What follows belongs to an exercise in optimizing a design on an open flow for small area; a production flow would make more cautious choices.
The RTL was checked by simulation tests, not by an equivalence proof against the original design.
Power figures rest on the tool's default switching activity, not on a simulated workload.

==> design.v <==
package register_file_pkg;
  localparam int unsigned REG_DATA_WIDTH = 32;
  localparam int unsigned REG_ADDR_WIDTH = 5;
  typedef logic [REG_ADDR_WIDTH-1:0] reg_addr_t;
  typedef logic [REG_DATA_WIDTH-1:0] reg_data_t;
  localparam reg_addr_t REG_ZERO = 5'd0;
endpackage
module register_file_read_port
#(
  parameter int unsigned DATA_WIDTH = register_file_pkg::REG_DATA_WIDTH,
  parameter int unsigned ADDR_WIDTH = register_file_pkg::REG_ADDR_WIDTH
) (
  input  logic [(2**ADDR_WIDTH)-1:0][DATA_WIDTH-1:0] regs,
  input  logic [ADDR_WIDTH-1:0]                      addr,
  input  logic [ADDR_WIDTH-1:0]                      addr_d,
  input  logic [DATA_WIDTH-1:0]                      data_d,
  input  logic                                       write_enable,
  input  logic                                       reset_n,
  output logic [DATA_WIDTH-1:0]                      data
);
  localparam logic [ADDR_WIDTH-1:0] ZERO = ADDR_WIDTH'(register_file_pkg::REG_ZERO);
  logic unused_bypass;
  assign unused_bypass = ^{reset_n, write_enable, addr_d, data_d};
  always_comb begin
    data = regs[addr];
    if (addr == ZERO) data = '0;
  end
endmodule
module register_file
#(
  parameter int unsigned DATA_WIDTH = register_file_pkg::REG_DATA_WIDTH,
  parameter int unsigned ADDR_WIDTH = register_file_pkg::REG_ADDR_WIDTH
) (
  input  logic                  clock,
  input  logic                  reset_n,
  input  logic [ADDR_WIDTH-1:0] address_s1,
  input  logic [ADDR_WIDTH-1:0] address_s2,
  input  logic [ADDR_WIDTH-1:0] address_d,
  input  logic [DATA_WIDTH-1:0] data_dval,
  input  logic                  write_enable,
  output logic [DATA_WIDTH-1:0] data_s1val,
  output logic [DATA_WIDTH-1:0] data_s2val
);
  localparam int unsigned DEPTH = 2**ADDR_WIDTH;
  logic [DEPTH-1:0][DATA_WIDTH-1:0] regs_view;
  assign regs_view[0] = '0;
  for (genvar g = 1; g < DEPTH; g++) begin : g_reg
    logic [DATA_WIDTH-1:0] q;
    always_ff @(posedge clock) begin
      if (!reset_n)
        q <= '0;
      else if (write_enable && (address_d == ADDR_WIDTH'(g)))
        q <= data_dval;
    end
    assign regs_view[g] = q;
  end
  register_file_read_port #(
    .DATA_WIDTH (DATA_WIDTH),
    .ADDR_WIDTH (ADDR_WIDTH)
  ) u_port_s1 (
    .regs         (regs_view),
    .addr         (address_s1),
    .addr_d       (address_d),
    .data_d       (data_dval),
    .write_enable (write_enable),
    .reset_n      (reset_n),
    .data         (data_s1val)
  );
  register_file_read_port #(
    .DATA_WIDTH (DATA_WIDTH),
    .ADDR_WIDTH (ADDR_WIDTH)
  ) u_port_s2 (
    .regs         (regs_view),
    .addr         (address_s2),
    .addr_d       (address_d),
    .data_d       (data_dval),
    .write_enable (write_enable),
    .reset_n      (reset_n),
    .data         (data_s2val)
  );
endmodule
==> run.sh <==
#!/bin/bash
# synth_recipe.tcl (not shown) runs the flow's synth.tcl, then flattens the netlist and writes it again
# the make line also repeats each setting of config.mk as NAME=value (left out here)
make -C /OpenROAD-flow-scripts/flow DESIGN_CONFIG=/design/flow/config.mk WORK_HOME=/design/flow/orfs CLKGATE_MAP_FILE= SYNTH_SCRIPT=/design/flow/synth_recipe.tcl finish
==> config.mk <==
export PLATFORM = sky130hd
export DESIGN_NAME = register_file
export DESIGN_NICKNAME = register_file
export VERILOG_FILES = /design/flow/design.v
export SDC_FILE = /design/flow/constraint.sdc
export NUM_CORES = 4
export LEC_CHECK = 0
export CAP_MARGIN = 20
export CORE_MARGIN = 2
export CORE_UTILIZATION = 40
export SLEW_MARGIN = 20
==> constraint.sdc <==
create_clock -name core_clock -period 6.0 [get_ports {clock}]
set_input_delay 1.2000 -clock core_clock [delete_from_list [all_inputs] [get_ports {clock}]]
set_output_delay 1.2000 -clock core_clock [all_outputs]
set_load 0.01 [all_outputs]
==> results.sh, run 1 <==
export IMPL_cts_tree="built"
export IMPL_holdPathEnd="g_reg[19].q[13]"
export IMPL_ys_ff_latch=992
export IMPL_fp_coreArea_um2=133600
export IMPL_clock_latency_ns=0.73
export IMPL_clk_pin_slew_ns=0.06
export IMPL_drt_iter0_drc=6046
export IMPL_p_leak_nw=20.37
export IMPL_yosys_cell_count_top_type="nand2_1"
export IMPL_yosysTopAreaCell="dfxtp_1"
export IMPL_clock_fmax_mhz=175.2
export IMPL_ant_nets=0
export IMPL_status="no timing/DRC/antenna violations"
export IMPL_drive_gt1_frac=0.1491
export IMPL_die_area_um2=137700
export IMPL_yosys_top_cells_count="nand2_1 (2045), dfxtp_1 (992), a21boi_0 (697), mux2i_1 (401), a21boi_1 (315)"
export IMPL_setup_viol=0
export IMPL_clkSinkCount=992
export IMPL_drt_first_pass_iters=6
export IMPL_post_drt_via_cell_ratio=6.224
export IMPL_regMostFlops="g.q"
export IMPL_worst_path_most_repeated_cell="buf_4"
export IMPL_cts_root_buf="clkbuf_16"
export IMPL_antenna_found_initial=13
export IMPL_crit_chain="buf_8 > or3b_2 > buf_4 > o22ai_1 > a2111oi_0 > buf_4 > a221o_1 > clkdlybuf4s50_1"
export IMPL_worst_path_max_fanout=44
export IMPL_hold_buffers=0
export IMPL_arrival_ns=4.51
export IMPL_cts_setup_buffers=0
export IMPL_fin_tns_setup_ns=0
export IMPL_synth_distinct_cells=56
export IMPL_htreeDepth=3
export IMPL_top_regs="g.q x992"
export IMPL_critPathSlowestCell="a2111oi_0"
export IMPL_std_cell_rows=134
export IMPL_synth_flop_cell="dfxtp_1"
export IMPL_async_reset_ff_frac=0
export IMPL_n_fill_cell=12773
export IMPL_worstSetupStartpointType="input pin"
export IMPL_hold_ws_ns=0.4653
export IMPL_synth_edf_count=0
export IMPL_clock_skew_ns=0
export IMPL_crit_type="input pin to output pin"
export IMPL_crit_family="buffers and inverters"
export IMPL_cts_resized=0
export IMPL_worst_pin_slew_ns=1.164
export IMPL_place_hpwl_mm=137.9
export IMPL_r2r_start="g_reg[23].q[3]"
export IMPL_reg2reg_to="g_reg[23].q[3]"
export IMPL_grt_pass1_wl_mm=322.5
export IMPL_clockBufferDepth=3
export IMPL_grt_total_usage=0.3174
export IMPL_layout_nets=5947
export IMPL_hold_start="g_reg[19].q[13]"
export IMPL_route_detailed_drc=0
export IMPL_rsz0062_at_grt="false"
export IMPL_regToRegSetupSlack_ns=5.26
export IMPL_syn_instance_count=6106
export IMPL_final_util=0.4478
export IMPL_grt_pass1_vias=45654
export IMPL_grt_max_degree=185
export IMPL_crit_path_max_incr_delay_ns=0.70
export IMPL_post_synth_cell_area_avg_um2=8.824
export IMPL_synth_warnings=2
export IMPL_yosys_top_cells_area="dfxtp_1 (37%), nand2_1 (14%), a21boi_0 (9.7%)"
export IMPL_place_ws_ns=0.4377
export IMPL_dieHeight_um=371.0
export IMPL_post_route_min_period_ns=5.707
export IMPL_routed_wl_mm=223.9
export IMPL_dieWidth_um=371.0
export IMPL_yosys_area_top_type_share=0.3686
export IMPL_largest_reg_flops=992
export IMPL_cts_buffers_inserted=107
export IMPL_slew_headroom=0.2215
export IMPL_drv_cap=0
export IMPL_initial_core_util=0.4032
export IMPL_hp_class="register to register"
export IMPL_gp_congestion=0.9172
export IMPL_whs_path_depth=2
export IMPL_hold_viol_final=0
export IMPL_critical_path_buf_inv_count=4
export IMPL_syn_nets=6156
export IMPL_synth_cell_area_um2=53880
export IMPL_seq_area_frac_synth=0.3686
export IMPL_finalMaxSlewViolations=0
export IMPL_portBuffers=113
export IMPL_ios=114
export IMPL_gr_total_overflow=0
export IMPL_syn2layout_area_growth_pct=11.06
export IMPL_reg2reg_depth=2
export IMPL_crit_path_end_kind="output pin"
export IMPL_finalCritPeriodShare=0.9512
export IMPL_fin_ws_ns=0.2930
export IMPL_ir_drop_uv=259.5
export IMPL_required_ns=4.80
export IMPL_avgRoutedWirePerCell_um=28.84
export IMPL_route_vias_total=48312
export IMPL_power_density_nw_per_um2=257.4
## layout by cell type, fill, tap and decap left out, types with 96 or more instances in the layout
| master | instances |
|---|---|
| buf_4 | 181 |
| clkdlybuf4s50_1 | 99 |
| mux4_2 | 206 |
| clkbuf_16 | 109 |
| nand2_1 | 2014 |
| mux2_2 | 155 |
| mux2i_1 | 401 |
| a21boi_1 | 315 |
| o22ai_1 | 96 |
| a22oi_1 | 139 |
| dfxtp_1 | 992 |
| a21boi_0 | 697 |
## cell families after synthesis
kind of cell           count (synthesis)  synth area share
AND/OR/NAND/NOR                     2212            0.1622
multiplexers                         766            0.1938
AO/OA/AOI/OAI                       1493            0.2133
flip-flops                           992            0.3686
buffers and inverters                643           0.06207
## layer usage
layer / vias to the layer above / share of wire / GRT usage
met2: 2978 / 0.44 / 0.4921
li1: 20917 / - / -
met3: 845 / 0.10 / 0.06959
met5: - / 0.00025 / 0
met1: 23564 / 0.38 / 0.4003
met4: 8 / 0.070 / 0.1995
## worst reg2reg max path, delay by kind of cell, from the launching register on
family / cells / cell delay, ns
simple gates: 1 / 0.06
compound gates: 1 / 0.23
flops: 1 / 0.36
## report_power, final
| part | leakage (nW) | internal, mW | switching, mW | total, mW |
|---|---|---|---|---|
| logic | 10.5 | 0.613 | 1.07 | 1.68 |
| clock network | 1.84 | 4.06 | 2.99 | 7.05 |
| registers | 8.00 | 6.63 | 0.0374 | 6.67 |
## cell type report
| class | count | area (um2) | share of cell area |
|---|---|---|---|
| Multi-Input combinational cell | 4471 | 30950 | 0.5172 |
| Antenna cell | 5 | 12.51 | 0.0002091 |
| Clock buffer | 150 | 3162 | 0.05284 |
| Tap cell | 1768 | 2212 | 0.03697 |
| Sequential cell | 992 | 19860 | 0.3319 |
| Timing Repair Buffer | 325 | 3114 | 0.05204 |
| Clock inverter | 51 | 531.8 | 0.008886 |
## worst max path at each step
stage	start	endpoint	slack, ns	cells after the start
5_1_grt	address_s1[0]	data_s1val[9]	0.30	8
6_report	address_s1[0]	data_s1val[9]	0.29	8
3_3_place_gp	address_s1[0]	data_s1val[9]	0.39	8
2_1_floorplan	address_s2[1]	data_s2val[1]	2.30	7
3_5_place_dp	address_s1[0]	data_s1val[9]	0.44	8
4_1_cts	address_s1[0]	data_s1val[9]	0.42	8
## per-stage QoR
| stage | std cells | cell area, um2 | power, mW |
|---|---|---|---|
| 6_report | 7762 | 59840 | 15.40 |
| 3_3_place_gp | 7556 | 56160 | 8.438 |
| 4_1_cts | 7757 | 59830 | 15.37 |
| 2_1_floorplan | 6106 | 53880 | 7.797 |
| 3_5_place_dp | 7556 | 56140 | 8.442 |
| 5_1_grt | 7760 | 59840 | 15.73 |
==> inputs of run 2 (changes only) <==
==> design.v (replaced) <==
package register_file_pkg;
  localparam int unsigned REG_DATA_WIDTH = 32;
  localparam int unsigned REG_ADDR_WIDTH = 5;
  typedef logic [REG_ADDR_WIDTH-1:0] reg_addr_t;
  typedef logic [REG_DATA_WIDTH-1:0] reg_data_t;
  localparam reg_addr_t REG_ZERO = 5'd0;
endpackage
module register_file_wmux (
  input  logic en,
  input  logic en_n,
  input  logic d,
  input  logic q,
  output logic y
);
  assign y = (en & d) | (en_n & q);
endmodule
module register_file_aoi222 (
  input  logic s0, d0,
  input  logic s1, d1,
  input  logic s2, d2,
  output logic y_n
);
  assign y_n = !((s0 & d0) | (s1 & d1) | (s2 & d2));
endmodule
module register_file_read_bit (
  input  logic [31:1] sel,
  input  logic [31:1] d,
  output logic        y
);
  logic [10:0] t_n;
  for (genvar k = 0; k < 10; k++) begin : g_aoi
    register_file_aoi222 u_aoi (
      .s0 (sel[3*k+1]), .d0 (d[3*k+1]),
      .s1 (sel[3*k+2]), .d1 (d[3*k+2]),
      .s2 (sel[3*k+3]), .d2 (d[3*k+3]),
      .y_n (t_n[k])
    );
  end
  assign t_n[10] = !(sel[31] & d[31]);
  assign y = !(&t_n);
endmodule
module register_file_read_port
#(
  parameter int unsigned DATA_WIDTH = register_file_pkg::REG_DATA_WIDTH,
  parameter int unsigned ADDR_WIDTH = register_file_pkg::REG_ADDR_WIDTH
) (
  input  logic [(2**ADDR_WIDTH)-1:0][DATA_WIDTH-1:0] regs,
  input  logic [ADDR_WIDTH-1:0]                      addr,
  output logic [DATA_WIDTH-1:0]                      data
);
  localparam int unsigned DEPTH = 2**ADDR_WIDTH;
  logic [DEPTH-1:1] sel;
  for (genvar i = 1; i < DEPTH; i++) begin : g_sel
    assign sel[i] = (addr == ADDR_WIDTH'(i));
  end
  for (genvar b = 0; b < DATA_WIDTH; b++) begin : g_bit
    logic [DEPTH-1:1] col;
    for (genvar i = 1; i < DEPTH; i++) begin : g_col
      assign col[i] = regs[i][b];
    end
    register_file_read_bit u_bit (
      .sel (sel),
      .d   (col),
      .y   (data[b])
    );
  end
endmodule
module register_file
#(
  parameter int unsigned DATA_WIDTH = register_file_pkg::REG_DATA_WIDTH,
  parameter int unsigned ADDR_WIDTH = register_file_pkg::REG_ADDR_WIDTH
) (
  input  logic                  clock,
  input  logic                  reset_n,
  input  logic [ADDR_WIDTH-1:0] address_s1,
  input  logic [ADDR_WIDTH-1:0] address_s2,
  input  logic [ADDR_WIDTH-1:0] address_d,
  input  logic [DATA_WIDTH-1:0] data_dval,
  input  logic                  write_enable,
  output logic [DATA_WIDTH-1:0] data_s1val,
  output logic [DATA_WIDTH-1:0] data_s2val
);
  localparam int unsigned DEPTH = 2**ADDR_WIDTH;
  logic [DEPTH-1:0][DATA_WIDTH-1:0] regs_view;
  logic [DATA_WIDTH-1:0]            wdata;
  assign regs_view[0] = '0;
  assign wdata        = data_dval & {DATA_WIDTH{reset_n}};
  for (genvar g = 1; g < DEPTH; g++) begin : g_reg
    logic [DATA_WIDTH-1:0] q;
    logic [DATA_WIDTH-1:0] d;
    logic                  en;
    logic                  en_n;
    assign en   = !reset_n || (write_enable && (address_d == ADDR_WIDTH'(g)));
    assign en_n = !en;
    for (genvar b = 0; b < DATA_WIDTH; b++) begin : g_bit
      register_file_wmux u_wmux (
        .en   (en),
        .en_n (en_n),
        .d    (wdata[b]),
        .q    (q[b]),
        .y    (d[b])
      );
    end
    always_ff @(posedge clock) begin
      q <= d;
    end
    assign regs_view[g] = q;
  end
  register_file_read_port #(
    .DATA_WIDTH (DATA_WIDTH),
    .ADDR_WIDTH (ADDR_WIDTH)
  ) u_port_s1 (
    .regs (regs_view),
    .addr (address_s1),
    .data (data_s1val)
  );
  register_file_read_port #(
    .DATA_WIDTH (DATA_WIDTH),
    .ADDR_WIDTH (ADDR_WIDTH)
  ) u_port_s2 (
    .regs (regs_view),
    .addr (address_s2),
    .data (data_s2val)
  );
endmodule
--- a/config.mk
+++ b/config.mk
@@ -10,2 +10,3 @@
 export CORE_UTILIZATION = 40
 export SLEW_MARGIN = 20
+export SYNTH_HIERARCHICAL = 1
==> run 2 against run 1 <==
Setup slack lost 0.36 ns. Fmax is 6.0% lower. Non-clock buffer count shrank 22. Flip-flop and latch count unchanged. Now fails the layout checks on setup timing. Global-route usage grew 6.8 points. Count of clock-buffer cells in the layout grew 1. Clock skew did not move. Die area fell by 29%.
==> results.sh, run 2 <==
export IMPL_status="failed layout checks"
export IMPL_violations="setup timing"
export IMPL_post_route_min_period_ns=6.070
export IMPL_cts_buffers_inserted=105
export IMPL_htreeDepth=3
export IMPL_fin_cells=4836
export IMPL_route_detailed_drc=0
export IMPL_grt_pass1_vias=38607
export IMPL_syn_instance_count=3096
export IMPL_layout_nets=3537
export IMPL_place_hpwl_mm=112.8
export IMPL_cts_setup_buffers=0
export IMPL_post_drt_via_cell_ratio=8.268
export IMPL_drv_cap=0
export IMPL_route_vias_total=39985
export IMPL_crit_path_end_kind="output pin"
export IMPL_finalMaxSlewViolations=0
export IMPL_grt_max_degree=53
export IMPL_syn_nets=3146
export IMPL_syn2layout_area_growth_pct=24.27
export IMPL_dieHeight_um=311.9
export IMPL_p_leak_nw=18.01
export IMPL_fin_ws_ns=-0.07033
export IMPL_gp_congestion=0.9425
export IMPL_hold_buffers=0
export IMPL_clkSinkCount=992
export IMPL_drt_iter0_drc=10032
export IMPL_largest_reg_flops=992
export IMPL_multi_input_area_um2=18760
export IMPL_grt_total_usage=0.3849
export IMPL_power_density_nw_per_um2=352.4
export IMPL_clock_latency_ns=0.70
export IMPL_crit_path_start="address_s1[2]"
export IMPL_cts_resized=0
export IMPL_clk_pin_slew_ns=0.06
export IMPL_ant_nets=0
export IMPL_clock_skew_ns=0
export IMPL_top_regs="g.q x992"
export IMPL_hold_viol_final=0
export IMPL_r2r_start="g_reg[10].q[31]"
export IMPL_slew_headroom=0.07150
export IMPL_finalCritPeriodShare=1.012
export IMPL_hold_start="g_reg[20].q[5]"
export IMPL_arrival_ns=4.87
export IMPL_die_area_um2=97280
export IMPL_hp_class="register to register"
export IMPL_clock_fmax_mhz=164.7
export IMPL_routed_wl_mm=198.7
export IMPL_regArea_um2=19860
export IMPL_post_synth_cell_area_avg_um2=12.25
export IMPL_drt_first_pass_iters=13
export IMPL_n_fill_cell=8239
export IMPL_synth_warnings=7
export IMPL_avgRoutedWirePerCell_um=41.09
export IMPL_cts_tree="built"
export IMPL_worstSetupStartpointType="input pin"
export IMPL_fin_tns_setup_ns=-0.2405
export IMPL_worst_path_max_fanout=32
export IMPL_final_cell_mix="a22o_1 (992), dfxtp_1 (992), a222oi_1 (640)"
export IMPL_crit_type="input pin to output pin"
export IMPL_grt_pass1_wl_mm=276.8
export IMPL_required_ns=4.80
export IMPL_portBuffers=113
export IMPL_dp_cells=4626
export IMPL_antenna_found_initial=6
export IMPL_std_cell_rows=112
export IMPL_gr_total_overflow=0
export IMPL_setup_viol=7
export IMPL_drive_gt1_frac=0.1350
export IMPL_rsz0062_at_grt="false"
export IMPL_initial_core_util=0.4051
export IMPL_dieWidth_um=311.9
export IMPL_worst_pin_slew_ns=1.391
export IMPL_synth_cell_area_um2=37920
export IMPL_regMostFlops="g.q"
export IMPL_fp_coreArea_um2=93610
export IMPL_clockBufferDepth=3
export IMPL_ios=114
export IMPL_ir_drop_uv=224.1
export IMPL_cts_root_buf="clkbuf_16"
## run 2: layout make-up
cell class              count  share of cell area
multi-input cells        2085              0.3982
clock buffers             151             0.06624
well taps                1254             0.03329
diodes                      4           0.0002124
repair buffers            303             0.06723
clock inverters            47             0.01346
flip-flops and latches    992              0.4214
## run 2: routing by layer
layer | GRT usage | vias to the layer above | routed length (um)
met5 | 0 | - | 32
met4 | 0.2897 | 4 | 17380
met3 | 0.1381 | 1069 | 30900
met2 | 0.5536 | 4096 | 81250
met1 | 0.4695 | 19465 | 69170
li1 | - | 15351 | -
## run 2: path summary, 6_finish.rpt
| kind | to | slack (ns) | cells after the start |
|---|---|---|---|
| worst max-delay path | data_s1val[9] | -0.07 | 7 |
| worst min-delay path | g_reg[20].q[5] | 0.50 | 1 |
| worst max register to register | g_reg[10].q[31] | 5.33 | 1 |
| worst min register to register | g_reg[20].q[5] | 0.50 | 1 |
## run 2: metrics by stage
step	hold WS [ns]	cell area [um2]	utilization	setup slack, ns	total power, mW
finish	0.4985	47130	0.5034	-0.07033	16.61
global route	0.5088	47130	0.5034	0.03533	16.95
CTS	0.4967	46930	0.5013	0.1110	16.46
detailed placement	0.4775	43170	0.4612	0.08651	9.576
global placement	0.4719	43040	0.4598	0.08264	9.485
floorplan	0.4599	37920	-	1.632	8.563
## run 2: power breakdown
group	internal, mW	switching [mW]
combinational	0.766	1.19
sequential	7.16	0.471
clock	4.14	2.88
## run 2: critical path, cell delays in order
cell	delay, ns
clkdlybuf4s50_1	0.64
or3b_4	0.50
nor2_4	0.95
a222oi_1	0.30
nand4_1	0.43
a2111o_1	0.25
clkdlybuf4s50_1	0.58
==> inputs of run 3 (changes only) <==
--- a/design.v
+++ b/design.v
@@ -40,4 +40,12 @@
   assign y = !(&t_n);
 endmodule
+module register_file_decode (
+  input  logic [4:0]  addr,
+  output logic [31:1] sel
+);
+  for (genvar i = 1; i < 32; i++) begin : g_sel
+    assign sel[i] = (addr == 5'(i));
+  end
+endmodule
 module register_file_read_port
 #(
@@ -50,8 +58,7 @@
 );
   localparam int unsigned DEPTH = 2**ADDR_WIDTH;
-  logic [DEPTH-1:1] sel;
-  for (genvar i = 1; i < DEPTH; i++) begin : g_sel
-    assign sel[i] = (addr == ADDR_WIDTH'(i));
-  end
+  logic [DEPTH-1:1] sel_lo, sel_hi;
+  register_file_decode u_dec_lo (.addr (addr), .sel (sel_lo));
+  register_file_decode u_dec_hi (.addr (addr), .sel (sel_hi));
   for (genvar b = 0; b < DATA_WIDTH; b++) begin : g_bit
     logic [DEPTH-1:1] col;
@@ -60,5 +67,5 @@
     end
     register_file_read_bit u_bit (
-      .sel (sel),
+      .sel (b < DATA_WIDTH/2 ? sel_lo : sel_hi),
       .d   (col),
       .y   (data[b])
--- a/config.mk
+++ b/config.mk
@@ -8,5 +8,7 @@
 export CAP_MARGIN = 20
 export CORE_MARGIN = 2
-export CORE_UTILIZATION = 40
+export CORE_UTILIZATION = 65
+export CTS_CLUSTER_DIAMETER = 80
+export CTS_CLUSTER_SIZE = 30
 export SLEW_MARGIN = 20
 export SYNTH_HIERARCHICAL = 1
==> run 3 against run 2 <==
The layout still fails its checks (setup timing). Power shrank 20%. Cell count shrank 10%. Non-clock buffer count grew 45. Global-route usage grew 14 points. Largest cell class unchanged.
==> results.sh, run 3 <==
export IMPL_post_synth_cell_area_avg_um2=12.03
export IMPL_clockBufferDepth=3
export IMPL_hold_start="g_reg[20].q[9]"
export IMPL_cts_root_buf="clkbuf_16"
export IMPL_drt_iter0_drc=12171
export IMPL_p_switching_mw=3.820
export IMPL_place_hpwl_mm=102.3
export IMPL_holdPathEnd="g_reg[20].q[9]"
export IMPL_routed_wl_mm=169.1
export IMPL_drt_first_pass_iters=23
export IMPL_p_leak_nw=17.09
export IMPL_clock_skew_ns=0
export IMPL_cts_buffers_inserted=43
export IMPL_hold_viol_final=0
export IMPL_grt_pass1_wl_mm=242.1
export IMPL_clk_pin_slew_ns=0.11
export IMPL_gp_congestion=1.052
export IMPL_clockPowerShare=0.281
export IMPL_gr_total_overflow=0
export IMPL_synth_warnings=7
export IMPL_hold_ws_ns=0.5077
export IMPL_largest_reg_flops=992
export IMPL_clkSinkCount=992
export IMPL_intPower_mw=9.400
export IMPL_cts_setup_buffers=0
export IMPL_n_fill_cell=3934
export IMPL_route_vias_total=40423
export IMPL_route_detailed_drc=0
export IMPL_grt_pass1_vias=37303
export IMPL_crit_type="input pin to output pin"
export IMPL_htreeDepth=2
export IMPL_r2r_start="g_reg[10].q[11]"
export IMPL_regMostFlops="g.q"
export IMPL_syn_instance_count=3188
export IMPL_cts_tree="built"
export IMPL_cts_resized=0
export IMPL_avgRoutedWirePerCell_um=38.89
export IMPL_reg2reg_to="g_reg[10].q[11]"
export IMPL_grt_max_degree=61
export IMPL_dieHeight_um=246.9
export IMPL_fp_coreArea_um2=58690
export IMPL_syn2layout_area_growth_pct=14.31
export IMPL_syn_nets=3238
export IMPL_p_sw_frac=0.2890
export IMPL_ir_drop_uv=408.8
export IMPL_synth_cell_area_um2=38360
export IMPL_fin_ws_ns=-0.05680
export IMPL_violations="setup timing"
export IMPL_setup_viol=4
export IMPL_portBuffers=113
export IMPL_power_total_mw=13.22
export IMPL_required_ns=4.80
export IMPL_grt_total_usage=0.5244
export IMPL_reg2reg_depth=1
export IMPL_antenna_found_initial=19
export IMPL_crit_path_end_kind="output pin"
export IMPL_pwr_share_comb=0.141
export IMPL_final_cell_mix="a22o_1 (992), dfxtp_1 (992), a222oi_1 (640)"
export IMPL_clock_fmax_mhz=165.1
export IMPL_whs_path_depth=1
export IMPL_layout_nets=3605
export IMPL_post_route_min_period_ns=6.057
export IMPL_ios=114
export IMPL_power_density_nw_per_um2=301.5
export IMPL_dieWidth_um=246.9
export IMPL_post_drt_via_cell_ratio=9.297
export IMPL_die_area_um2=60970
export IMPL_worstSetupStartpointType="input pin"
export IMPL_top_regs="g.q x992"
export IMPL_hold_buffers=0
export IMPL_worst_path_max_fanout=10
export IMPL_drv_cap=0
export IMPL_hp_class="register to register"
export IMPL_initial_core_util=0.6536
export IMPL_rsz0062_at_grt="false"
export IMPL_arrival_ns=4.86
export IMPL_worst_pin_slew_ns=1.294
export IMPL_std_cell_rows=89
export IMPL_regToRegSetupSlack_ns=5.32
export IMPL_clock_latency_ns=0.64
export IMPL_ant_nets=0
export IMPL_slew_headroom=0.1345
export IMPL_finalMaxSlewViolations=0
export IMPL_p_seq_frac=0.577
export IMPL_drive_gt1_frac=0.1009
export IMPL_finalCritPeriodShare=1.009
export IMPL_status="failed layout checks"
==> run 3: power groups by stage <==
stage               clock (mW)  combinational (mW)  sequential [mW]
CTS                       3.67                1.74             7.59
global placement             0                1.67             7.69
detailed placement           0                1.73             7.73
floorplan                    0               0.978             7.60
finish                    3.72                1.87             7.63
global route              3.90                1.88             7.68
==> run 3: critical path, cell delays in order <==
cell and delay, ns:
clkdlybuf4s50_1 0.76, nand2_1 0.38, nor2_1 1.08, buf_4 0.31, a222oi_1 0.08, nand4_1 0.26, a2111o_1 0.22, clkdlybuf4s50_1 0.55
==> run 3: final cells by class <==
type                    count  area [um2]  share of cell area
diodes                      6       15.01           0.0003424
clock buffers              47        1154             0.02631
clock inverters            12       206.4            0.004709
multi-input cells        2170       18600              0.4241
flip-flops and latches    992       19860              0.4529
well taps                 773       967.2             0.02206
repair buffers            348        3048             0.06951
==> run 3: through the flow <==
stage            util  setup TNS, ns  instance area [um2]  worst slack [ns]  instances
2_1_floorplan       -              0                38360             2.179       3188
3_3_place_gp   0.7197              0                42240            0.2734       4275
3_5_place_dp   0.7223              0                42390            0.1937       4281
4_1_cts        0.7455              0                43750            0.1950       4340
5_1_grt        0.7469              0                43830           0.06600       4342
6_report       0.7471        -0.1337                43850          -0.05680       4348
==> run 3: worst max path at each step <==
stage          depth (start not counted)             end  slack, ns          start
5_1_grt                                7  data_s1val[16]       0.07  address_s1[3]
2_1_floorplan                          6   data_s1val[0]       2.18  address_s1[4]
3_5_place_dp                           8  data_s1val[31]       0.19  address_s1[0]
4_1_cts                                8  data_s1val[31]       0.20  address_s1[2]
6_report                               8  data_s1val[29]      -0.06  address_s1[3]
3_3_place_gp                           7  data_s2val[27]       0.27  address_s2[1]
==> run 3: routing by layer <==
layer	track usage	vias up	wire, um
li1	-	15489	-
met1	0.6763	18979	56080
met2	0.7193	4673	65550
met3	0.2546	1256	34310
met4	0.2677	26	12870
met5	0.03023	-	298
==> inputs of run 4 (changes only) <==
--- a/config.mk
+++ b/config.mk
@@ -8,7 +8,8 @@
 export CAP_MARGIN = 20
 export CORE_MARGIN = 2
-export CORE_UTILIZATION = 65
+export CORE_UTILIZATION = 50
 export CTS_CLUSTER_DIAMETER = 80
 export CTS_CLUSTER_SIZE = 30
+export SETUP_SLACK_MARGIN = 0.25
 export SLEW_MARGIN = 20
 export SYNTH_HIERARCHICAL = 1
==> run 4 against run 3 <==
The run now finishes clean. Global-route usage is 8.8 points lower. Clock skew stayed put. Cell area is 2.1% higher.
==> results.sh, run 4 <==
export IMPL_route_vias_total=39650
export IMPL_finalCritPeriodShare=0.9762
export IMPL_finalMaxSlewViolations=0
export IMPL_post_route_min_period_ns=5.857
export IMPL_gr_total_overflow=0
export IMPL_grt_pass1_wl_mm=256.4
export IMPL_clock_skew_ns=0
export IMPL_hold_viol_final=0
export IMPL_slew_headroom=0.2202
export IMPL_final_cell_mix="a22o_1 (992), dfxtp_1 (992), a222oi_1 (640)"
export IMPL_regToRegSetupSlack_ns=5.28
export IMPL_dieWidth_um=281.0
export IMPL_dieHeight_um=281.0
export IMPL_regMostFlops="g.q"
export IMPL_syn_instance_count=3188
export IMPL_worstSetupStartpointType="input pin"
export IMPL_drv_cap=0
export IMPL_layout_nets=3639
export IMPL_final_util=0.5892
export IMPL_synth_cell_area_um2=38360
export IMPL_clock_latency_ns=0.64
export IMPL_crit_chain="clkdlybuf4s50_1 > nand2_1 > nor2_1 > buf_4 > a222oi_1 > nand4_1 > a2111o_1 > clkdlybuf4s50_1"
export IMPL_crit_path_max_incr_delay_ns=0.57
export IMPL_critPathSlowestCell="clkdlybuf4s50_1"
export IMPL_top_regs="g.q x992"
export IMPL_status="no timing/DRC/antenna violations"
export IMPL_drive_gt1_frac=0.1135
export IMPL_placed_cell_area_um2=43110
export IMPL_setup_viol=0
export IMPL_clockBufferDepth=3
export IMPL_fp_coreArea_um2=75950
export IMPL_post_synth_cell_area_avg_um2=12.03
export IMPL_hold_buffers=0
export IMPL_ios=114
export IMPL_cts_buffers_inserted=47
export IMPL_clock_fmax_mhz=170.7
export IMPL_crit_family="buffers and inverters"
export IMPL_critical_path_buf_inv_count=3
export IMPL_routed_wl_mm=181.2
export IMPL_fin_tns_setup_ns=0
export IMPL_crit_path_end_kind="output pin"
export IMPL_cts_root_buf="clkbuf_16"
export IMPL_place_hpwl_mm=110.0
export IMPL_grt_total_usage=0.4362
export IMPL_antenna_found_initial=14
export IMPL_crit_type="input pin to output pin"
export IMPL_std_cell_rows=101
export IMPL_synth_warnings=7
export IMPL_final_area_um2=44750
export IMPL_post_drt_via_cell_ratio=8.510
export IMPL_p_leak_nw=17.36
export IMPL_syn2layout_area_growth_pct=16.68
export IMPL_clkSinkCount=992
export IMPL_place_ws_ns=0.2181
export IMPL_fin_ws_ns=0.1426
export IMPL_gp_congestion=0.9993
export IMPL_hp_class="register to register"
export IMPL_arrival_ns=4.66
export IMPL_route_detailed_drc=0
export IMPL_worst_pin_slew_ns=1.170
export IMPL_largest_reg_flops=992
export IMPL_die_area_um2=78940
export IMPL_initial_core_util=0.5050
export IMPL_htreeDepth=2
export IMPL_worst_path_max_fanout=10
export IMPL_drt_first_pass_iters=11
export IMPL_grt_pass1_vias=36868
export IMPL_clk_pin_slew_ns=0.09
export IMPL_cts_tree="built"
export IMPL_avgRoutedWirePerCell_um=38.90
export IMPL_ant_nets=0
export IMPL_dp_cells=4569
export IMPL_grt_max_degree=65
export IMPL_required_ns=4.80
export IMPL_syn_nets=3238
export IMPL_rsz0062_at_grt="true"
export IMPL_portBuffers=113
export IMPL_worst_path_most_repeated_cell="clkdlybuf4s50_1"
export IMPL_ir_drop_uv=264.0
export IMPL_power_density_nw_per_um2=303.0
export IMPL_fin_cells=4659
export IMPL_drt_iter0_drc=9416
run 4: final timing paths:
| path | cells after the start | startpoint | to |
|---|---|---|---|
| setup / recovery | 8 | address_s2[3] | data_s2val[9] |
| hold reg to reg | 1 | g_reg[29].q[24] | g_reg[29].q[24] |
| setup reg to reg | 1 | g_reg[11].q[28] | g_reg[11].q[28] |
| hold / removal | 1 | g_reg[29].q[24] | g_reg[29].q[24] |
run 4: power by group:
group	total, mW	internal (mW)	leakage [nW]	switching (mW)
clock network	4.04	1.62	0.755	2.42
registers	7.63	7.15	8.25	0.480
logic	1.89	0.770	8.36	1.12
run 4: cell type report:
type,count,area (um2)
fillers,6268,31200
flip-flops and latches,992,19860
multi-input cells,2170,18660
repair buffers,378,3337
well taps,1030,1289
clock buffers,55,1259
clock inverters,27,327.8
diodes,7,17.52
run 4: per-layer routing:
layer  vias to the layer above  GRT usage  wire length [um]
li1                      15578          -                 -
met1                     19312     0.5920             66830
met2                      3948     0.6270             73960
met3                       794     0.1555             30410
met4                        18     0.1766              9891
met5                         -          0               123
run 4: metrics by stage:
| step | total power [mW] | hold slack, ns |
|---|---|---|
| final | 13.56 | 0.5057 |
| after global routing | 13.87 | 0.5211 |
| after CTS | 13.42 | 0.5055 |
| after detailed placement | 9.535 | 0.4776 |
| after global placement | 9.439 | 0.4728 |
| after floorplan | 8.578 | 0.4599 |
run 4: repair_timing:
| item | in CTS | in global routing |
|---|---|---|
| setup buffers | 0 | 1 |
| pin swaps | 2 | 8 |
| resized for setup | 4 | 8 |
| endpoints found under the setup margin | 7 | 46 |
==> inputs of run 5 (changes only) <==
==> flow/run.sh (new file) <==
#!/bin/bash
# The standard ORFS layout (standard.sh), with two changes:
#  - ports are buffered with plain sky130_fd_sc_hd__buf_1 cells instead of the
#    delay cell buffer_ports picks by default;
#  - CTS does not add dummy loads to balance the tree.
set -euo pipefail
export BUFFER_PORTS_ARGS="-buffer_cell sky130_fd_sc_hd__buf_1"
export CTS_ARGS="-sink_clustering_enable -repair_clock_nets -dont_use_dummy_load -sink_clustering_size 30 -sink_clustering_max_diameter 80"
bash standard.sh > standard.log 2>&1
==> standard.sh (new file) <==
#!/bin/bash
# synth_recipe.tcl (not shown) runs the flow's synth.tcl, then flattens the netlist and writes it again
# the make line also repeats each setting of config.mk as NAME=value (left out here)
make -C /OpenROAD-flow-scripts/flow DESIGN_CONFIG=/design/flow/config.mk WORK_HOME=/design/flow/orfs CLKGATE_MAP_FILE= SYNTH_SCRIPT=/design/flow/synth_recipe.tcl "${@:-finish}"
--- a/config.mk
+++ b/config.mk
@@ -11,5 +11,5 @@
 export CTS_CLUSTER_DIAMETER = 80
 export CTS_CLUSTER_SIZE = 30
-export SETUP_SLACK_MARGIN = 0.25
+export SETUP_SLACK_MARGIN = 0.1
 export SLEW_MARGIN = 20
 export SYNTH_HIERARCHICAL = 1
removed: run.sh
==> run 5 against run 4 <==
Critical endpoint is now data_s1val[10]. Die area did not move. Cell count fell by 1.7%. Fmax rose by 7.4%. Global-route usage fell by 0.13 points. Power fell by 5.4%. Sequential power barely moved. Clock power fell by 15%. Largest cell class unchanged. Wire length fell by 1.0%. Synthesized cell count did not move. Setup slack improved by 0.40 ns. First-iteration DRC count rose by 2.4%.
==> results.sh, run 5 <==
export IMPL_clk_pin_slew_ns=0.08
export IMPL_dieWidth_um=281.0
export IMPL_place_hpwl_mm=109.8
export IMPL_regMostFlops="g.q"
export IMPL_hold_buffers=0
export IMPL_syn2layout_area_growth_pct=12.63
export IMPL_reg2reg_depth=1
export IMPL_required_ns=4.80
export IMPL_cts_resized=0
export IMPL_ant_nets=0
export IMPL_clock_fmax_mhz=183.4
export IMPL_worst_path_max_fanout=16
export IMPL_multi_input_area_um2=18700
export IMPL_whs_path_depth=1
export IMPL_antenna_found_initial=15
export IMPL_critPathSlowestCell="buf_1"
export IMPL_gr_total_overflow=0
export IMPL_layout_nets=3594
export IMPL_setup_viol=0
export IMPL_worstSetupStartpointType="input pin"
export IMPL_grt_pass1_vias=36312
export IMPL_crit_path_end_kind="output pin"
export IMPL_std_cell_rows=101
export IMPL_p_leak_nw=16.62
export IMPL_arrival_ns=4.25
export IMPL_drv_cap=0
export IMPL_dieHeight_um=281.0
export IMPL_post_synth_cell_area_avg_um2=12.03
export IMPL_syn_instance_count=3188
export IMPL_initial_core_util=0.5050
export IMPL_crit_family="buffers and inverters"
export IMPL_final_util=0.5688
export IMPL_clkSinkCount=992
export IMPL_route_detailed_drc=0
export IMPL_cts_tree="built"
export IMPL_critical_path_buf_inv_count=4
export IMPL_routed_wl_mm=179.4
export IMPL_worst_pin_slew_ns=1.215
export IMPL_finalCritPeriodShare=0.9089
export IMPL_cts_setup_buffers=0
export IMPL_top_regs="g.q x992"
export IMPL_drive_gt1_frac=0.09147
export IMPL_fin_tns_setup_ns=0
export IMPL_die_area_um2=78940
export IMPL_hold_start="g_reg[20].q[12]"
export IMPL_grt_pass1_wl_mm=255.9
export IMPL_power_density_nw_per_um2=296.8
export IMPL_fp_coreArea_um2=75950
export IMPL_htreeDepth=2
export IMPL_gp_congestion=1.000
export IMPL_holdPathEnd="g_reg[20].q[12]"
export IMPL_hold_viol_final=0
export IMPL_crit_type="input pin to output pin"
export IMPL_regToRegSetupSlack_ns=5.28
export IMPL_syn_nets=3238
export IMPL_route_vias_total=38983
export IMPL_status="no timing/DRC/antenna violations"
export IMPL_portBuffers=113
export IMPL_post_drt_via_cell_ratio=8.513
export IMPL_reg2reg_to="g_reg[11].q[22]"
export IMPL_synth_warnings=7
export IMPL_clockBufferDepth=3
export IMPL_cts_buffers_inserted=44
export IMPL_regArea_um2=19860
export IMPL_n_fill_cell=6433
export IMPL_final_cell_mix="a22o_1 (992), dfxtp_1 (992), a222oi_1 (640)"
export IMPL_clock_skew_ns=0
export IMPL_rsz0062_at_grt="false"
export IMPL_cts_root_buf="clkbuf_16"
export IMPL_grt_total_usage=0.4348
export IMPL_r2r_start="g_reg[11].q[22]"
export IMPL_avgRoutedWirePerCell_um=39.18
export IMPL_hp_class="register to register"
export IMPL_ios=114
export IMPL_post_route_min_period_ns=5.454
export IMPL_ir_drop_uv=214.7
export IMPL_largest_reg_flops=992
export IMPL_clock_latency_ns=0.64
export IMPL_drt_iter0_drc=9641
export IMPL_crit_chain="buf_1 > or3b_4 > nor2_1 > buf_4 > buf_4 > a222oi_1 > nand4_1 > a2111o_1 > buf_1"
export IMPL_slew_headroom=0.1903
export IMPL_finalMaxSlewViolations=0
export IMPL_drt_first_pass_iters=14
export IMPL_grt_max_degree=61
export IMPL_crit_path_max_incr_delay_ns=0.62
export IMPL_synth_cell_area_um2=38360
run 5: where the power goes:
| group | total, mW | internal (mW) | switching (mW) |
|---|---|---|---|
| registers | 7.63 | 7.15 | 0.481 |
| clock network | 3.43 | 1.32 | 2.11 |
| logic | 1.76 | 0.655 | 1.11 |
run 5: worst max path at each step:
stage / from / end / slack [ns] / cells after the start
5_1_grt: address_s1[2] / data_s1val[10] / 0.61 / 9
3_5_place_dp: address_s1[0] / data_s1val[10] / 0.78 / 9
2_1_floorplan: address_s1[4] / data_s1val[0] / 2.18 / 6
3_3_place_gp: address_s2[2] / data_s2val[18] / 0.51 / 7
4_1_cts: address_s1[0] / data_s1val[10] / 0.77 / 9
6_report: address_s1[2] / data_s1val[10] / 0.55 / 9
run 5: layout make-up:
class | instances | area share
Antenna cell | 7 | 0.0004055
Timing Repair Buffer | 336 | 0.05179
Clock buffer | 44 | 0.02549
Multi-Input combinational cell | 2170 | 0.4328
Sequential cell | 992 | 0.4597
Tap cell | 1030 | 0.02983
run 5: metrics by stage:
stage	instances	power (mW)	instance area (um2)	hold WS, ns	setup slack (ns)
after detailed placement	4527	9.408	42040	0.4774	0.7794
after global routing	4573	13.14	43180	0.5171	0.6112
after floorplan	3188	8.578	38360	0.4599	2.179
final	4579	12.82	43200	0.5036	0.5464
after global placement	4520	9.326	41870	0.4726	0.5054
after CTS	4571	12.69	43140	0.5042	0.7747
run 5: metal layers:
metal | GRT usage | routed length (um)
met3 | 0.1663 | 29010
met5 | 0 | 109
met2 | 0.6224 | 73460
met1 | 0.5840 | 67480
met4 | 0.1791 | 9325
==> inputs of run 6 (changes only) <==
==> flow/run.sh (replaced) <==
#!/bin/bash
# The standard ORFS layout (standard.sh), with these changes:
#  - ports are buffered with plain sky130_fd_sc_hd__buf_1 cells instead of the
#    delay cell buffer_ports picks by default;
#  - CTS does not add dummy loads to balance the tree;
#  - after global-route timing repair, non-critical cells are downsized
#    (ORFS's RECOVER_POWER step).
set -euo pipefail
export BUFFER_PORTS_ARGS="-buffer_cell sky130_fd_sc_hd__buf_1"
export CTS_ARGS="-sink_clustering_enable -repair_clock_nets -dont_use_dummy_load -sink_clustering_size 30 -sink_clustering_max_diameter 80"
export RECOVER_POWER=100
bash standard.sh > standard.log 2>&1
--- a/config.mk
+++ b/config.mk
@@ -6,10 +6,10 @@
 export NUM_CORES = 4
 export LEC_CHECK = 0
-export CAP_MARGIN = 20
+export CAP_MARGIN = 0
 export CORE_MARGIN = 2
 export CORE_UTILIZATION = 50
 export CTS_CLUSTER_DIAMETER = 80
 export CTS_CLUSTER_SIZE = 30
-export SETUP_SLACK_MARGIN = 0.1
-export SLEW_MARGIN = 20
+export SETUP_SLACK_MARGIN = 0.05
+export SLEW_MARGIN = 0
 export SYNTH_HIERARCHICAL = 1
==> run 6 against run 5 <==
Count of clock-buffer cells in the layout increased by 4. Cell area decreased by 0.61%. Critical path type unchanged. Via count increased by 0.16%. Setup slack worse by 0.30 ns. Wire length up 0.35%. Power increased by 1.1%. Synthesized area stayed put. First-iteration DRC count rose by 2.8%. Now fails the layout checks on capacitance limit, slew limit. Largest power group unchanged.
==> results.sh, run 6 <==
export IMPL_synth_cell_area_um2=38360
export IMPL_antenna_found_initial=21
export IMPL_cts_buffers_inserted=48
export IMPL_critPathSlowestCell="nor2_1"
export IMPL_die_area_um2=78940
export IMPL_largest_reg_flops=992
export IMPL_crit_chain="clkbuf_1 > or3b_1 > nor2_1 > clkbuf_1 > a222oi_1 > nand4_1 > a2111o_1 > buf_1"
export IMPL_p_switching_mw=3.749
export IMPL_ir_drop_uv=305.7
export IMPL_top_regs="g.q x992"
export IMPL_gr_total_overflow=0
export IMPL_avgRoutedWirePerCell_um=39.35
export IMPL_pwr_share_comb=0.134
export IMPL_route_vias_total=39045
export IMPL_route_detailed_drc=0
export IMPL_gp_congestion=1.000
export IMPL_std_cell_rows=101
export IMPL_cts_resized=0
export IMPL_clk_pin_slew_ns=0.06
export IMPL_hp_class="register to register"
export IMPL_finalMaxSlewViolations=242
export IMPL_cts_tree="built"
export IMPL_syn2layout_area_growth_pct=11.94
export IMPL_fp_coreArea_um2=75950
export IMPL_grt_max_degree=61
export IMPL_crit_path_max_incr_delay_ns=0.65
export IMPL_violations="capacitance limit, slew limit"
export IMPL_drv_cap=8
export IMPL_slew_headroom=-1.494
export IMPL_fin_tns_setup_ns=0
export IMPL_setup_viol=0
export IMPL_routed_wl_mm=180.0
export IMPL_hold_ws_ns=0.4968
export IMPL_placed_cell_area_um2=41910
export IMPL_portBuffers=113
export IMPL_cts_setup_buffers=0
export IMPL_drive_gt1_frac=0.08531
export IMPL_grt_pass1_vias=36645
export IMPL_final_cell_mix="a22o_1 (992), dfxtp_1 (992), a222oi_1 (640)"
export IMPL_crit_type="input pin to output pin"
export IMPL_intPower_mw=9.217
export IMPL_rsz0062_at_grt="false"
export IMPL_initial_core_util=0.5050
export IMPL_clock_latency_ns=0.63
export IMPL_hold_buffers=0
export IMPL_post_route_min_period_ns=5.758
export IMPL_status="failed layout checks"
export IMPL_ios=114
export IMPL_clock_fmax_mhz=173.7
export IMPL_syn_nets=3238
export IMPL_dieHeight_um=281.0
export IMPL_n_fill_cell=6446
export IMPL_syn_instance_count=3188
export IMPL_worstSetupStartpointType="input pin"
export IMPL_crit_path_end_kind="output pin"
export IMPL_p_seq_frac=0.589
export IMPL_p_sw_frac=0.2892
export IMPL_p_leak_nw=16.50
export IMPL_clock_skew_ns=0
export IMPL_clockPowerShare=0.277
export IMPL_clockBufferDepth=3
export IMPL_place_ws_ns=0.8185
export IMPL_hold_viol_final=0
export IMPL_ant_nets=0
export IMPL_drt_iter0_drc=9908
export IMPL_post_drt_via_cell_ratio=8.534
export IMPL_required_ns=4.80
export IMPL_post_synth_cell_area_avg_um2=12.03
export IMPL_clkSinkCount=992
export IMPL_htreeDepth=2
export IMPL_power_density_nw_per_um2=302.0
export IMPL_power_total_mw=12.97
export IMPL_grt_total_usage=0.4343
export IMPL_place_hpwl_mm=109.1
export IMPL_regMostFlops="g.q"
export IMPL_grt_pass1_wl_mm=255.3
export IMPL_arrival_ns=4.56
export IMPL_final_area_um2=42930
export IMPL_worst_path_most_repeated_cell="clkbuf_1"
export IMPL_dieWidth_um=281.0
export IMPL_finalCritPeriodShare=0.9596
export IMPL_layout_nets=3592
export IMPL_worst_pin_slew_ns=3.741
export IMPL_drt_first_pass_iters=15
export IMPL_worst_path_max_fanout=16
export IMPL_synth_warnings=7
export IMPL_fin_ws_ns=0.2424
export IMPL_cts_root_buf="clkbuf_16"
[run 6: per-stage QoR]
step           utilization  std cells
2_1_floorplan            -       3188
3_3_place_gp        0.5513       4520
3_5_place_dp        0.5518       4522
4_1_cts             0.5676       4570
5_1_grt             0.5652       4572
6_report            0.5653       4575
[run 6: final timing paths]
check                                startpoint         endpoint  slack [ns]  depth (start not counted)
worst max register to register  g_reg[10].q[25]  g_reg[10].q[25]        5.26                          1
worst min-delay path             g_reg[5].q[16]   g_reg[5].q[16]        0.50                          1
worst min register to register   g_reg[5].q[16]   g_reg[5].q[16]        0.50                          1
worst max-delay path              address_s2[2]   data_s2val[10]        0.24                          8
[run 6: area by class of cell]
cell class,count,area [um2],share of cell area
sequential,992,19860,0.4626
tap,1030,1289,0.03002
multi-input combinational,2170,18620,0.4338
clock buffer,48,1201,0.02798
antenna,5,12.51,0.0002914
timing repair buffer,330,1949,0.04540
[run 6: critical path, delay by kind of cell]
family                 cells  cell delay [ns]
AND/OR/NAND/NOR            3             1.39
AO/OA/AOI/OAI              2             0.53
buffers and inverters      3             1.42
[run 6: layer usage]
metal,vias to the layer above,part of all wire,GRT usage
met2,3753,0.41,0.6214
li1,15432,-,-
met5,-,0.0012,0
met1,19175,0.37,0.5800
met3,651,0.17,0.1723
met4,34,0.052,0.1777
[run 6: power by group through the flow]
stage	combinational (mW)	sequential, mW	clock, mW
CTS	1.66	7.60	3.57
detailed placement	1.65	7.74	0
floorplan	0.978	7.60	0
finish	1.74	7.63	3.59
global route	1.78	7.69	3.81
global placement	1.62	7.71	0
==> inputs of run 7 (changes only) <==
--- a/design.v
+++ b/design.v
@@ -40,12 +40,4 @@
   assign y = !(&t_n);
 endmodule
-module register_file_decode (
-  input  logic [4:0]  addr,
-  output logic [31:1] sel
-);
-  for (genvar i = 1; i < 32; i++) begin : g_sel
-    assign sel[i] = (addr == 5'(i));
-  end
-endmodule
 module register_file_read_port
 #(
@@ -58,7 +50,8 @@
 );
   localparam int unsigned DEPTH = 2**ADDR_WIDTH;
-  logic [DEPTH-1:1] sel_lo, sel_hi;
-  register_file_decode u_dec_lo (.addr (addr), .sel (sel_lo));
-  register_file_decode u_dec_hi (.addr (addr), .sel (sel_hi));
+  logic [DEPTH-1:1] sel;
+  for (genvar i = 1; i < DEPTH; i++) begin : g_sel
+    assign sel[i] = (addr == ADDR_WIDTH'(i));
+  end
   for (genvar b = 0; b < DATA_WIDTH; b++) begin : g_bit
     logic [DEPTH-1:1] col;
@@ -67,5 +60,5 @@
     end
     register_file_read_bit u_bit (
-      .sel (b < DATA_WIDTH/2 ? sel_lo : sel_hi),
+      .sel (sel),
       .d   (col),
       .y   (data[b])
==> run 7 against run 6 <==
The layout still fails its checks (capacitance limit, slew limit). Wire length increased by 5.8%. Flip-flop and latch count unchanged. Sequential share of layout area increased by 0.49 points. Die area decreased by 1.1%. Synthesized cell count decreased by 2.9%. Clock skew unchanged. Register-to-register slack improved by 0.06 ns. Highest routed layer unchanged.
==> results.sh, run 7 <==
export IMPL_status="failed layout checks"
export IMPL_violations="capacitance limit, slew limit"
export IMPL_top_regs="g.q x992"
export IMPL_worst_path_max_fanout=23
export IMPL_arrival_ns=4.60
export IMPL_crit_path_start="address_s2[3]"
export IMPL_dieWidth_um=279.4
export IMPL_cts_setup_buffers=0
export IMPL_initial_core_util=0.5068
export IMPL_final_area_um2=42480
export IMPL_grt_pass1_vias=36433
export IMPL_regArea_um2=19860
export IMPL_synth_warnings=7
export IMPL_post_route_min_period_ns=5.802
export IMPL_layout_nets=3446
export IMPL_placed_cell_area_um2=41510
export IMPL_syn2layout_area_growth_pct=12.04
export IMPL_finalCritPeriodShare=0.9669
export IMPL_gp_congestion=1.049
export IMPL_n_fill_cell=6327
export IMPL_synth_cell_area_um2=37920
export IMPL_fin_ws_ns=0.1984
export IMPL_drive_gt1_frac=0.08456
export IMPL_ant_nets=0
export IMPL_final_cell_mix="a22o_1 (992), dfxtp_1 (992), a222oi_1 (640)"
export IMPL_place_ws_ns=0.7802
export IMPL_regToRegSetupSlack_ns=5.32
export IMPL_post_synth_cell_area_avg_um2=12.25
export IMPL_ir_drop_uv=201.6
export IMPL_dieHeight_um=279.4
export IMPL_reg2reg_depth=1
export IMPL_clk_pin_slew_ns=0.08
export IMPL_cts_resized=0
export IMPL_hold_viol_final=0
export IMPL_setup_viol=0
export IMPL_std_cell_rows=100
export IMPL_crit_type="input pin to output pin"
export IMPL_p_leak_nw=16.05
export IMPL_cts_tree="built"
export IMPL_r2r_start="g_reg[26].q[0]"
export IMPL_syn_instance_count=3096
export IMPL_portBuffers=113
export IMPL_grt_total_usage=0.4632
export IMPL_clockBufferDepth=3
export IMPL_required_ns=4.80
export IMPL_cts_root_buf="clkbuf_16"
export IMPL_route_detailed_drc=0
export IMPL_post_drt_via_cell_ratio=8.867
export IMPL_crit_path_end_kind="output pin"
export IMPL_hold_buffers=0
export IMPL_regMostFlops="g.q"
export IMPL_worst_pin_slew_ns=2.928
export IMPL_finalMaxSlewViolations=1021
export IMPL_drv_cap=33
export IMPL_clkSinkCount=992
export IMPL_cts_buffers_inserted=47
export IMPL_largest_reg_flops=992
export IMPL_multi_input_area_um2=18680
export IMPL_diodes=0
export IMPL_grt_max_degree=58
export IMPL_syn_nets=3146
export IMPL_slew_headroom=-0.9530
export IMPL_gr_total_overflow=0
export IMPL_clock_fmax_mhz=172.4
export IMPL_routed_wl_mm=190.5
export IMPL_hold_ws_ns=0.5023
export IMPL_crit_end="data_s2val[14]"
export IMPL_power_density_nw_per_um2=305.3
export IMPL_avgRoutedWirePerCell_um=43.66
export IMPL_worstSetupStartpointType="input pin"
export IMPL_route_vias_total=38688
export IMPL_die_area_um2=78060
export IMPL_clock_latency_ns=0.59
export IMPL_reg2reg_to="g_reg[26].q[0]"
export IMPL_rsz0062_at_grt="false"
export IMPL_antenna_found_initial=4
export IMPL_drt_iter0_drc=10627
export IMPL_clock_skew_ns=0
export IMPL_power_total_mw=12.97
export IMPL_ios=114
export IMPL_grt_pass1_wl_mm=266.1
export IMPL_fin_tns_setup_ns=0
export IMPL_drt_first_pass_iters=15
export IMPL_hp_class="register to register"
export IMPL_fp_coreArea_um2=74820
export IMPL_place_hpwl_mm=113.7
export IMPL_htreeDepth=2
## run 7: critical path, cell delays in order
cell and delay (ns):
buf_1 0.15, nand2_1 0.47, nor2_2 1.25, clkbuf_1 0.52
a222oi_1 0.24, nand4_1 0.39, a2111o_1 0.21, buf_1 0.17
## run 7: through the flow
step,instances,util
6_report,4363,0.5678
5_1_grt,4363,0.5678
4_1_cts,4363,0.5705
3_5_place_dp,4316,0.5548
3_3_place_gp,4316,0.5548
2_1_floorplan,3096,-
## run 7: worst min path at each step
stage | to | from | depth (start not counted)
after floorplan | g_reg[10].q[0] | g_reg[10].q[0] | 1
after global placement | g_reg[22].q[12] | g_reg[22].q[12] | 1
after detailed placement | g_reg[14].q[18] | g_reg[14].q[18] | 1
after CTS | g_reg[11].q[2] | g_reg[11].q[2] | 1
after global routing | g_reg[24].q[14] | g_reg[24].q[14] | 1
final | g_reg[23].q[3] | g_reg[23].q[3] | 1
## run 7: layout make-up
type	count	share of cell area
multi-input combinational	2084	0.4397
tap	969	0.02854
timing repair buffer	271	0.03667
sequential	992	0.4674
clock buffer	47	0.02768
## run 7: per-layer routing
| layer | wire length [um] | track usage | share of wire |
|---|---|---|---|
| met5 | 230 | 0 | 0.0012 |
| met4 | 15530 | 0.3096 | 0.082 |
| met3 | 34130 | 0.1878 | 0.18 |
| met2 | 72480 | 0.6200 | 0.38 |
| met1 | 68120 | 0.6070 | 0.36 |
## run 7: power by group
group	switching (mW)	total, mW	internal [mW]
Combinational	1.15	1.78	0.630
Clock	2.15	3.56	1.41
Sequential	0.486	7.63	7.15
==> inputs of run 8 (changes only) <==
--- a/design.v
+++ b/design.v
@@ -40,4 +40,25 @@
   assign y = !(&t_n);
 endmodule
+module register_file_predecode (
+  input  logic [4:0] addr,
+  output logic [3:0] hi_n,
+  output logic [7:0] lo_n
+);
+  for (genvar j = 0; j < 4; j++) begin : g_hi
+    assign hi_n[j] = (addr[4:3] != 2'(j));
+  end
+  for (genvar j = 0; j < 8; j++) begin : g_lo
+    assign lo_n[j] = (addr[2:0] != 3'(j));
+  end
+endmodule
+module register_file_decode (
+  input  logic [3:0]  hi_n,
+  input  logic [7:0]  lo_n,
+  output logic [31:1] sel
+);
+  for (genvar i = 1; i < 32; i++) begin : g_sel
+    assign sel[i] = !(hi_n[i/8] | lo_n[i%8]);
+  end
+endmodule
 module register_file_read_port
 #(
@@ -50,8 +71,10 @@
 );
   localparam int unsigned DEPTH = 2**ADDR_WIDTH;
-  logic [DEPTH-1:1] sel;
-  for (genvar i = 1; i < DEPTH; i++) begin : g_sel
-    assign sel[i] = (addr == ADDR_WIDTH'(i));
-  end
+  logic [3:0]       hi_n;
+  logic [7:0]       lo_n;
+  logic [DEPTH-1:1] sel_lo, sel_hi;
+  register_file_predecode u_pre (.addr (addr), .hi_n (hi_n), .lo_n (lo_n));
+  register_file_decode u_dec_lo (.hi_n (hi_n), .lo_n (lo_n), .sel (sel_lo));
+  register_file_decode u_dec_hi (.hi_n (hi_n), .lo_n (lo_n), .sel (sel_hi));
   for (genvar b = 0; b < DATA_WIDTH; b++) begin : g_bit
     logic [DEPTH-1:1] col;
@@ -60,5 +83,5 @@
     end
     register_file_read_bit u_bit (
-      .sel (sel),
+      .sel (b < DATA_WIDTH/2 ? sel_lo : sel_hi),
       .d   (col),
       .y   (data[b])
--- a/config.mk
+++ b/config.mk
@@ -6,5 +6,5 @@
 export NUM_CORES = 4
 export LEC_CHECK = 0
-export CAP_MARGIN = 0
+export CAP_MARGIN = 20
 export CORE_MARGIN = 2
 export CORE_UTILIZATION = 50
@@ -12,4 +12,4 @@
 export CTS_CLUSTER_SIZE = 30
 export SETUP_SLACK_MARGIN = 0.05
-export SLEW_MARGIN = 0
+export SLEW_MARGIN = 20
 export SYNTH_HIERARCHICAL = 1
==> run 8 against run 7 <==
Still fails the layout checks on capacitance limit, slew limit. Critical path depth decreased by 1. Power decreased by 0.90%. Combinational power decreased by 3%. Critical endpoint is now data_s2val[18]. Largest cell class unchanged.
==> results.sh, run 8 <==
export IMPL_drt_first_pass_iters=12
export IMPL_worst_pin_slew_ns=2.631
export IMPL_dieWidth_um=280.7
export IMPL_synth_warnings=7
export IMPL_synth_cell_area_um2=38280
export IMPL_die_area_um2=78790
export IMPL_worstSetupStartpointType="input pin"
export IMPL_final_cell_mix="a22o_1 (992), dfxtp_1 (992), a222oi_1 (640)"
export IMPL_power_total_mw=12.85
export IMPL_grt_total_usage=0.4264
export IMPL_finalMaxSlewViolations=372
export IMPL_clk_pin_slew_ns=0.08
export IMPL_gp_congestion=0.9828
export IMPL_cts_root_buf="clkbuf_16"
export IMPL_grt_pass1_wl_mm=250.3
export IMPL_crit_path_start="address_s2[2]"
export IMPL_worst_path_max_fanout=16
export IMPL_p_leak_nw=16.29
export IMPL_clock_fmax_mhz=176.3
export IMPL_finalCritPeriodShare=0.9454
export IMPL_violations="capacitance limit, slew limit"
export IMPL_post_synth_cell_area_avg_um2=12.10
export IMPL_arrival_ns=4.47
export IMPL_clockBufferDepth=3
export IMPL_route_detailed_drc=0
export IMPL_dieHeight_um=280.7
export IMPL_route_vias_total=38890
export IMPL_cts_buffers_inserted=46
export IMPL_intPower_mw=9.152
export IMPL_hp_class="register to register"
export IMPL_top_regs="g.q x992"
export IMPL_regMostFlops="g.q"
export IMPL_crit_type="input pin to output pin"
export IMPL_syn2layout_area_growth_pct=11.12
export IMPL_place_hpwl_mm=104.1
export IMPL_fp_coreArea_um2=75820
export IMPL_layout_nets=3550
export IMPL_grt_pass1_vias=36012
export IMPL_cts_resized=0
export IMPL_post_route_min_period_ns=5.673
export IMPL_crit_path_end_kind="output pin"
export IMPL_syn_nets=3214
export IMPL_clock_skew_ns=0
export IMPL_htreeDepth=2
export IMPL_initial_core_util=0.5049
export IMPL_r2r_start="g_reg[29].q[14]"
export IMPL_post_drt_via_cell_ratio=8.683
export IMPL_rsz0062_at_grt="false"
export IMPL_drt_iter0_drc=8664
export IMPL_hold_viol_final=0
export IMPL_required_ns=4.80
export IMPL_avgRoutedWirePerCell_um=39.56
export IMPL_cts_tree="built"
export IMPL_hold_buffers=0
export IMPL_status="failed layout checks"
export IMPL_portBuffers=113
export IMPL_slew_headroom=-0.7541
export IMPL_p_switching_mw=3.703
export IMPL_drv_cap=14
export IMPL_clock_latency_ns=0.62
export IMPL_p_sw_frac=0.2880
export IMPL_power_density_nw_per_um2=302.2
export IMPL_ant_nets=0
export IMPL_clockPowerShare=0.273
export IMPL_drive_gt1_frac=0.07976
export IMPL_clkSinkCount=992
export IMPL_ios=114
export IMPL_ir_drop_uv=249.7
export IMPL_largest_reg_flops=992
export IMPL_hold_start="g_reg[14].q[5]"
export IMPL_antenna_found_initial=15
export IMPL_syn_instance_count=3164
export IMPL_routed_wl_mm=177.2
export IMPL_setup_viol=0
export IMPL_std_cell_rows=101
export IMPL_pwr_share_comb=0.135
export IMPL_cts_setup_buffers=0
export IMPL_fin_tns_setup_ns=0
export IMPL_gr_total_overflow=0
export IMPL_p_seq_frac=0.592
export IMPL_grt_max_degree=51
[run 8: cell count changes in the layout (fill, tap and decap cells not counted), sizes merged]
cell / before / now
diode: 0 / 3
nor2: 62 / 124
buf: 241 / 259
clkbuf: 77 / 101
[run 8: critical path, stage by stage]
cell and delay [ns]:
clkbuf_1 0.23, nand3_1 0.48, nor2_1 1.47, a222oi_1 0.26, nand4_1 0.42, a2111o_1 0.21, buf_1 0.19
[run 8: layout make-up]
class | instances | area [um2]
Fill cell | 6384 | 33290
Clock buffer | 46 | 1151
Multi-Input combinational cell | 2146 | 18490
Tap cell | 978 | 1224
Antenna cell | 3 | 7.507
Timing Repair Buffer | 314 | 1810
Sequential cell | 992 | 19860
[run 8: layer usage]
layer	GRT usage	up-vias	share of wire	routed length (um)
met2	0.6123	3764	0.41	72500
met3	0.1612	726	0.17	29280
met4	0.1708	22	0.050	8845
met5	0	-	0.00089	158
met1	0.5749	19070	0.37	66410
li1	-	15308	-	-
[run 8: through the flow]
stage / setup slack (ns) / cell area, um2 / instances / util / hold slack (ns)
6_report: 0.3274 / 42540 / 4479 / 0.5610 / 0.5036
5_1_grt: 0.3519 / 42530 / 4477 / 0.5609 / 0.5147
4_1_cts: 0.9526 / 42700 / 4475 / 0.5632 / 0.5014
3_5_place_dp: 0.9555 / 41550 / 4429 / 0.5480 / 0.4767
3_3_place_gp: 0.9407 / 41540 / 4428 / 0.5478 / 0.4723
2_1_floorplan: 2.055 / 38280 / 3164 / - / 0.4599
[run 8: worst paths after layout]
| path | slack (ns) | depth (start not counted) | to |
|---|---|---|---|
| max reg2reg | 5.31 | 1 | g_reg[29].q[14] |
| max | 0.33 | 7 | data_s2val[18] |
| min | 0.50 | 1 | g_reg[14].q[5] |
| min reg2reg | 0.50 | 1 | g_reg[14].q[5] |
[run 8: power groups by stage]
stage / Combinational [mW] / Clock [mW] / Sequential [mW]
2_1_floorplan: 0.979 / 0 / 7.60
3_3_place_gp: 1.60 / 0 / 7.69
3_5_place_dp: 1.65 / 0 / 7.73
4_1_cts: 1.65 / 3.50 / 7.59
5_1_grt: 1.77 / 3.72 / 7.67
6_report: 1.73 / 3.51 / 7.62

==> what the ideal ports hide <==
The results above use ideal ports. As a check the final layouts listed here were re-extracted and re-timed, cells and wires unchanged.
Step 1: set_driving_cell puts a clkbuf_16 on clock and a buf_2 on each other input, an assumption about the parent block.
Step 2 moves the port delays by t, midway between the first and last clock arrival at a register: inputs arrive t later, outputs are due t later. That takes back most of the time a late clock gives input paths.
Slacks: no drivers / after step 1 / after step 2; pairs: no drivers / after step 1.
| run | shift t [ns] | setup slack, ns | worst hold slack (ns) | worst register clock-pin slew, ns | worst slew at a driven data input, ns |
|---|---|---|---|---|---|
| run 1 | 0.801 | 0.293 / 0.244 / 0.244 | 0.465 / 0.465 / 0.465 | 0.07 / 0.07 | 0.19 |
| run 2 | 0.754 | -0.070 / -0.095 / -0.095 | 0.499 / 0.499 / 0.499 | 0.07 / 0.07 | 0.15 |
| run 3 | 0.706 | -0.057 / -0.115 / -0.115 | 0.508 / 0.508 / 0.508 | 0.12 / 0.12 | 0.13 |
| run 4 | 0.717 | 0.143 / 0.080 / 0.080 | 0.506 / 0.506 / 0.506 | 0.12 / 0.12 | 0.14 |
| run 5 | 0.705 | 0.546 / 0.424 / 0.424 | 0.504 / 0.504 / 0.504 | 0.12 / 0.12 | 0.13 |
| run 6 | 0.701 | 0.242 / 0.129 / -0.283 | 0.497 / 0.497 / 0.497 | 0.12 / 0.12 | 0.13 |
| run 7 | 0.705 | 0.198 / 0.164 / -0.231 | 0.502 / 0.502 / 0.502 | 0.12 / 0.12 | 0.12 |
| run 8 | 0.709 | 0.327 / 0.229 / -0.241 | 0.504 / 0.504 / 0.504 | 0.12 / 0.12 | 0.13 |
The setup slack of run 8, which loses most, moves by -0.098 ns with the drivers and by -0.568 ns with both steps.
